Source: an optimization exercise on an open RTL-to-GDS flow (aim: small area and a short achievable clock period). Production flows keep margins and buffers that such runs may drop. The RTL was checked by simulation tests, not by an equivalence proof against the original design. Power figures rest on the tool's default switching activity, not on a simulated workload.

==> flow/design.v <==
package core_pkg;
  localparam int DATA_W     = 32;
  localparam int REG_ADDR_W = 5;
endpackage
`timescale 1ns/1ps
module mips_core #(
  parameter logic [31:0] RESET_PC = 32'hbfc0_0000
) (
  input  logic            clk,
  input  logic            reset_i,
  input  logic            stall_i,
  output logic [31:0]     rom_addr_o,
  input  logic [31:0]     rom_read_data_i,
  output logic            debug_wb_en_o,
  output logic [4:0]      debug_wb_addr_o,
  output logic [31:0]     debug_wb_data_o,
  output logic [31:0]     debug_wb_pc_o
);
  wire adv = ~stall_i;
  logic [29:0] pc_q, wpc_q;
  always_ff @(posedge clk) begin
    if (reset_i) begin
      pc_q  <= RESET_PC[31:2];
      wpc_q <= RESET_PC[31:2] - 30'd3;
    end else if (adv) begin
      pc_q  <= pc_q + 30'd1;
      wpc_q <= wpc_q + 30'd1;
    end
  end
  assign rom_addr_o    = {pc_q, 2'b00};
  assign debug_wb_pc_o = {wpc_q, 2'b00};
  logic [31:0] f_inst;
  logic        f_valid;
  always_ff @(posedge clk) begin
    if (reset_i)  f_valid <= 1'b0;
    else if (adv) f_valid <= 1'b1;
  end
  logic [3:0] f_rs_hi, f_rt_hi;
  logic [7:0] f_rs_lo, f_rt_lo;
  always_ff @(posedge clk) begin
    if (adv) begin
      f_inst  <= rom_read_data_i;
      f_rs_hi <= 4'b1 << rom_read_data_i[25:24];
      f_rs_lo <= 8'b1 << rom_read_data_i[23:21];
      f_rt_hi <= 4'b1 << rom_read_data_i[20:19];
      f_rt_lo <= 8'b1 << rom_read_data_i[18:16];
    end
  end
  wire [5:0]  op  = f_inst[31:26];
  wire [5:0]  fn  = f_inst[5:0];
  wire [4:0]  rs  = f_inst[25:21];
  wire [4:0]  rt  = f_inst[20:16];
  wire [4:0]  rd  = f_inst[15:11];
  wire [4:0]  sh  = f_inst[10:6];
  wire [15:0] imm = f_inst[15:0];
  wire special = (op == 6'h00);
  wire d_sll   = special & (fn == 6'h00);
  wire d_srl   = special & (fn == 6'h02);
  wire d_addu  = special & (fn == 6'h21);
  wire d_subu  = special & (fn == 6'h23);
  wire d_and   = special & (fn == 6'h24);
  wire d_or    = special & (fn == 6'h25);
  wire d_xor   = special & (fn == 6'h26);
  wire d_slt   = special & (fn == 6'h2a);
  wire d_addiu = (op == 6'h09);
  wire d_ori   = (op == 6'h0d);
  wire d_lui   = (op == 6'h0f);
  wire d_rtype = d_sll | d_srl | d_addu | d_subu | d_and | d_or | d_xor | d_slt;
  wire d_itype = d_addiu | d_ori | d_lui;
  wire [4:0] d_dest = d_rtype ? rd : rt;
  wire d_en    = f_valid & (d_rtype | d_itype) & (d_dest != 5'd0);
  logic        e_en, w_en;
  logic [4:0]  e_dest, w_dest;
  logic [31:0] w_data;      
  logic [31:0] w_rfdata;    
  logic [4:0]  w_dest_out;  
  wire fwd_a = e_en & (rs == e_dest);
  wire fwd_b = e_en & (rt == e_dest) & d_rtype;
  wire byp_a = w_en & (rs == w_dest);
  wire byp_b = w_en & (rt == w_dest);
  logic [31:0] rf_q [1:31];
  logic [31:0] rf_a, rf_b;
  always_comb begin
    rf_a = '0;
    rf_b = '0;
    for (int r = 1; r < 32; r++) begin
      if (f_rs_hi[r >> 3] & f_rs_lo[r & 7]) rf_a = rf_a | ~rf_q[r];
      if (f_rt_hi[r >> 3] & f_rt_lo[r & 7]) rf_b = rf_b | ~rf_q[r];
    end
  end
  logic [31:0] d_imm;
  always_comb begin
    d_imm = '0;
    if (d_addiu) d_imm = {{16{imm[15]}}, imm};
    if (d_ori)   d_imm = {16'h0000, imm};
    if (d_lui)   d_imm = {imm, 16'h0000};
  end
  wire        d_subtract = d_subu | d_slt;
  wire [31:0] d_a = (byp_a ? w_rfdata : rf_a) ^ {32{d_subtract}};
  wire [31:0] d_b = ~d_rtype ? d_imm : (byp_b ? w_rfdata : rf_b);
  logic [31:0] e_a, e_b;
  logic        e_add, e_sub, e_slt, e_and, e_or, e_xor, e_sll, e_srl;
  logic [4:0]  e_sh;
  logic [31:0] result;
  always_ff @(posedge clk) begin
    if (reset_i)  e_en <= 1'b0;
    else if (adv) e_en <= d_en;
  end
  always_ff @(posedge clk) begin
    if (adv) begin
      e_dest    <= d_dest;
      e_a       <= fwd_a ? (result ^ {32{d_subtract}}) : d_a;
      e_b       <= fwd_b ? result : d_b;
      e_add     <= d_addu | d_addiu;
      e_sub     <= d_subu;
      e_slt     <= d_slt;
      e_and     <= d_and;
      e_or      <= d_or | d_ori;
      e_xor     <= d_xor;
      e_sll     <= d_sll | d_lui;           
      e_srl     <= d_srl;
      e_sh      <= d_lui ? 5'd0 : sh;
    end
  end
  wire [31:0] a = e_a;              
  wire [31:0] b = e_b;
  wire        subtract = e_sub | e_slt;
  logic [31:0] kg [0:5];
  logic [31:0] kt [0:5];
  always_comb begin
    kg[0] = a & b;
    kt[0] = a ^ b;
    for (int k = 0; k < 5; k++) begin
      for (int i = 0; i < 32; i++) begin
        if (i >= (1 << k)) begin
          if (k == 0 && i == 1) kg[1][1] = kg[0][1] | ((kt[0][1] & a[0]) & b[0]);
          else kg[k+1][i] = kg[k][i] | (kt[k][i] & kg[k][i - (1 << k)]);
          kt[k+1][i] = kt[k][i] & kt[k][i - (1 << k)];
        end else begin
          kg[k+1][i] = kg[k][i];
          kt[k+1][i] = kt[k][i];
        end
      end
    end
  end
  wire [31:0] sum  = kt[0] ^ {kg[5][30:0], 1'b0};    
  wire        cout = kg[5][31];
  wire        lt = (a[31] == b[31]) ? ~a[31] : cout;
  wire [31:0] shl = b << e_sh;
  wire [31:0] shr = b >> e_sh;
  wire        sel_sum = e_add | e_sub;
  wire [31:0] other =
      ({32{e_and}}   & kg[0])                |
      ({32{e_or}}    & (kg[0] | kt[0]))      |
      ({32{e_xor}}   & kt[0])                |
      ({32{e_sll}}   & shl)                  |
      ({32{e_srl}}   & shr)                  |
      {31'd0, e_slt & lt};
  assign result = ({32{sel_sum}} & (sum ^ {32{e_sub}})) | other;
  always_ff @(posedge clk) begin
    if (reset_i)  w_en <= 1'b0;
    else if (adv) w_en <= e_en;
  end
  always_ff @(posedge clk) begin
    if (adv) begin
      w_data <= result;
      w_dest <= e_dest;
    end
  end
  always_ff @(posedge clk) begin
    if (adv & e_en) begin
      w_rfdata   <= result;
      w_dest_out <= e_dest;
    end
  end
  logic [3:0] w_dest_hi;
  logic [7:0] w_dest_lo;
  always_ff @(posedge clk) begin
    if (adv) begin
      w_dest_hi <= 4'b1 << e_dest[4:3];
      w_dest_lo <= 8'b1 << e_dest[2:0];
    end
  end
  logic rst_q;
  always_ff @(posedge clk) rst_q <= reset_i;
  wire [31:0] rf_wdata = ~(w_rfdata & {32{~rst_q}});
  always_ff @(posedge clk) begin
    for (int r = 1; r < 32; r++) begin
      if (rst_q | (w_en & w_dest_hi[r >> 3] & w_dest_lo[r & 7])) rf_q[r] <= rf_wdata;
    end
  end
  assign debug_wb_en_o   = w_en & ~stall_i;
  assign debug_wb_addr_o = w_dest_out;
  assign debug_wb_data_o = w_data;
endmodule
==> flow/config.mk <==
export PLATFORM = sky130hd
export DESIGN_NAME = mips_core
export DESIGN_NICKNAME = mips_core
export VERILOG_FILES = /design/flow/design.v
export SDC_FILE = /design/flow/constraint.sdc
export NUM_CORES = 4
export LEC_CHECK = 0
export ABC_AREA = 1
export CAP_MARGIN = 20
export CELL_PAD_IN_SITES_DETAIL_PLACEMENT = 1
export CORE_MARGIN = 2
export CORE_UTILIZATION = 30
export CTS_CLUSTER_DIAMETER = 60
export CTS_CLUSTER_SIZE = 24
export PLACE_DENSITY = 0.5
export SETUP_SLACK_MARGIN = 1.9
export SLEW_MARGIN = 20
export TNS_END_PERCENT = 10
==> flow/constraint.sdc <==
create_clock -name core_clock -period 4.8 [get_ports {clk}]
set_input_delay 0.9600 -clock core_clock [delete_from_list [all_inputs] [get_ports {clk}]]
set_output_delay 0.9600 -clock core_clock [all_outputs]
set_load 0.01 [all_outputs]
run.sh (not shown) runs the stock make flow with config.mk's settings and CLKGATE_MAP_FILE= SYNTH_SCRIPT=/design/flow/synth_recipe.tcl, a recipe that flattens the netlist after the stock synthesis.
Edit:
--- a/flow/design.v
+++ b/flow/design.v
@@ -172,22 +172,14 @@
       w_rfdata   <= result;
       w_dest_out <= e_dest;
     end
   end
-  logic [3:0] w_dest_hi;
-  logic [7:0] w_dest_lo;
-  always_ff @(posedge clk) begin
-    if (adv) begin
-      w_dest_hi <= 4'b1 << e_dest[4:3];
-      w_dest_lo <= 8'b1 << e_dest[2:0];
-    end
-  end
   logic rst_q;
   always_ff @(posedge clk) rst_q <= reset_i;
   wire [31:0] rf_wdata = ~(w_rfdata & {32{~rst_q}});
   always_ff @(posedge clk) begin
     for (int r = 1; r < 32; r++) begin
-      if (rst_q | (w_en & w_dest_hi[r >> 3] & w_dest_lo[r & 7])) rf_q[r] <= rf_wdata;
+      if (rst_q | (w_en & (w_dest == 5'(r)))) rf_q[r] <= rf_wdata;
     end
   end
   assign debug_wb_en_o   = w_en & ~stall_i;
   assign debug_wb_addr_o = w_dest_out;
After rerunning: Setup slack is worse by 0.035 ns; wire length increases by a few percent; global-route usage drops by 0.13 points; register-to-register slack got worse by 0.03 ns; sequential power hardly moves; maximum frequency falls slightly; synthesized area goes down slightly.

========
Setup of nickel:
Starts from the design.v that is shown in full above.
export LEC_CHECK = 0
export ABC_AREA = 1
export CAP_MARGIN = 20
export CELL_PAD_IN_SITES_DETAIL_PLACEMENT = 1
export CELL_PAD_IN_SITES_GLOBAL_PLACEMENT = 1
export CORE_MARGIN = 2
export CORE_UTILIZATION = 38
export CTS_CLUSTER_DIAMETER = 60
export CTS_CLUSTER_SIZE = 24
export PLACE_DENSITY = 0.6
export SETUP_SLACK_MARGIN = 1.9
export SLEW_MARGIN = 20
export TNS_END_PERCENT = 10
create_clock -name core_clock -period 4.8 [get_ports {clk}]
diff inputs: nickel => delta
diff --git a/flow/design.v b/flow/design.v
--- a/flow/design.v
+++ b/flow/design.v
@@ -72,6 +72,5 @@
   logic        e_en, w_en;
   logic [4:0]  e_dest, w_dest;
-  logic [31:0] w_data;      
-  logic [31:0] w_rfdata;    
+  logic [31:0] w_data;
   logic [4:0]  w_dest_out;  
   wire fwd_a = e_en & (rs == e_dest);
@@ -97,6 +96,6 @@
   end
   wire        d_subtract = d_subu | d_slt;
-  wire [31:0] d_a = (byp_a ? w_rfdata : rf_a) ^ {32{d_subtract}};
-  wire [31:0] d_b = ~d_rtype ? d_imm : (byp_b ? w_rfdata : rf_b);
+  wire [31:0] d_a = (byp_a ? w_data : rf_a) ^ {32{d_subtract}};
+  wire [31:0] d_b = ~d_rtype ? d_imm : (byp_b ? w_data : rf_b);
   logic [31:0] e_a, e_b;
   logic        e_add, e_sub, e_slt, e_and, e_or, e_xor, e_sll, e_srl;
@@ -169,8 +168,5 @@
   end
   always_ff @(posedge clk) begin
-    if (adv & e_en) begin
-      w_rfdata   <= result;
-      w_dest_out <= e_dest;
-    end
+    if (adv & e_en) w_dest_out <= e_dest;
   end
   logic [3:0] w_dest_hi;
@@ -184,5 +180,5 @@
   logic rst_q;
   always_ff @(posedge clk) rst_q <= reset_i;
-  wire [31:0] rf_wdata = ~(w_rfdata & {32{~rst_q}});
+  wire [31:0] rf_wdata = ~(w_data & {32{~rst_q}});
   always_ff @(posedge clk) begin
     for (int r = 1; r < 32; r++) begin
[summary]
nickel tops out at a higher clock frequency than delta. Per the final summary, delta finished and its layout is clean on timing, DRC and antenna. Compared nickel against delta; multi-input logic portion of the cell area within noise. Between delta and nickel, the difference in final area is negligible. Combinational fraction of design power is higher on delta. For delta, the highest-delay cell along the critical path was edfxtp_1, unlike nickel, where it was buf_4. From nickel to delta the numbers moved as follows: total met2 wirelength after detailed routing picked up an extra about 3%, fill cell total of the finished layout now smaller, number of CTS-inserted buffers lost 2.

========
Starts from the design.v that is shown in full above.
export LEC_CHECK = 0
export ABC_AREA = 1
export CAP_MARGIN = 20
export CELL_PAD_IN_SITES_DETAIL_PLACEMENT = 1
export CELL_PAD_IN_SITES_GLOBAL_PLACEMENT = 1
export CORE_MARGIN = 2
export CORE_UTILIZATION = 34
export CTS_CLUSTER_DIAMETER = 60
export CTS_CLUSTER_SIZE = 24
export PLACE_DENSITY = 0.55
export SETUP_SLACK_MARGIN = 2.0
export SLEW_MARGIN = 20
export TNS_END_PERCENT = 20
create_clock -name core_clock -period 4.8 [get_ports {clk}]
Change:
--- a/flow/design.v
+++ b/flow/design.v
@@ -71,8 +71,7 @@
   wire d_en    = f_valid & (d_rtype | d_itype) & (d_dest != 5'd0);
   logic        e_en, w_en;
   logic [4:0]  e_dest, w_dest;
-  logic [31:0] w_data;      
-  logic [31:0] w_rfdata;    
+  logic [31:0] w_data;
   logic [4:0]  w_dest_out;  
   wire fwd_a = e_en & (rs == e_dest);
   wire fwd_b = e_en & (rt == e_dest) & d_rtype;
@@ -96,8 +95,8 @@
     if (d_lui)   d_imm = {imm, 16'h0000};
   end
   wire        d_subtract = d_subu | d_slt;
-  wire [31:0] d_a = (byp_a ? w_rfdata : rf_a) ^ {32{d_subtract}};
-  wire [31:0] d_b = ~d_rtype ? d_imm : (byp_b ? w_rfdata : rf_b);
+  wire [31:0] d_a = (byp_a ? w_data : rf_a) ^ {32{d_subtract}};
+  wire [31:0] d_b = ~d_rtype ? d_imm : (byp_b ? w_data : rf_b);
   logic [31:0] e_a, e_b;
   logic        e_add, e_sub, e_slt, e_and, e_or, e_xor, e_sll, e_srl;
   logic [4:0]  e_sh;
@@ -168,10 +167,7 @@
     end
   end
   always_ff @(posedge clk) begin
-    if (adv & e_en) begin
-      w_rfdata   <= result;
-      w_dest_out <= e_dest;
-    end
+    if (adv & e_en) w_dest_out <= e_dest;
   end
   logic [3:0] w_dest_hi;
   logic [7:0] w_dest_lo;
@@ -183,7 +179,7 @@
   end
   logic rst_q;
   always_ff @(posedge clk) rst_q <= reset_i;
-  wire [31:0] rf_wdata = ~(w_rfdata & {32{~rst_q}});
+  wire [31:0] rf_wdata = ~(w_data & {32{~rst_q}});
   always_ff @(posedge clk) begin
     for (int r = 1; r < 32; r++) begin
       if (rst_q | (w_en & w_dest_hi[r >> 3] & w_dest_lo[r & 7])) rf_q[r] <= rf_wdata;
Effect: Utilization falls by 0.52 points. Cell count falls by 0.63%. Clock power falls by about 7%. Final area falls by 2.7%. First-iteration DRC count hardly moves. Sequential cell count falls by 32. Total power falls by 2.6%. Wire length falls by 5.0%. Fmax rises by 0.80%.

## re-timing with driven ports
The flow's constraints put no driver on any port. The routed layouts listed below were extracted and timed again, unchanged, in two steps. Step 1 (the two cells are an assumption about what drives the block):
set clk [get_ports {clk}]
set_driving_cell -lib_cell sky130_fd_sc_hd__clkbuf_16 $clk
set_driving_cell -lib_cell sky130_fd_sc_hd__buf_2 [delete_from_list [all_inputs] $clk]
Step 2 times the ports against the registers' clock, not the clock port: input delays grow and output delays shrink by t, the midpoint of the rising clock arrivals with the driver on. a / b / c = ideal / step 1 / step 2; a / b = the first two.
run	t, ns	setup WS [ns]	worst hold slack (ns)	clock arrival spread, ns
the first run of note 1	0.876	1.646 / 1.646 / 1.234	0.479 / 0.479 / 0.479	0.074 / 0.074
the second run of note 1	0.854	1.612 / 1.612 / 1.612	0.495 / 0.495 / 0.495	0.117 / 0.117
nickel	0.859	1.631 / 1.631 / 1.265	0.479 / 0.479 / 0.479	0.064 / 0.064
delta	0.869	1.565 / 1.470 / 1.251	0.477 / 0.477 / 0.477	0.051 / 0.051
the first run of note 3	0.909	1.804 / 1.804 / 1.417	0.469 / 0.469 / 0.469	0.061 / 0.062
the second run of note 3	0.885	1.828 / 1.828 / 1.469	0.476 / 0.476 / 0.476	0.069 / 0.068
After both steps setup and hold are still met in every run listed. The setup slack of the first run of note 1, which loses most, moves by 0.000 ns with the drivers and by -0.412 ns with both steps.
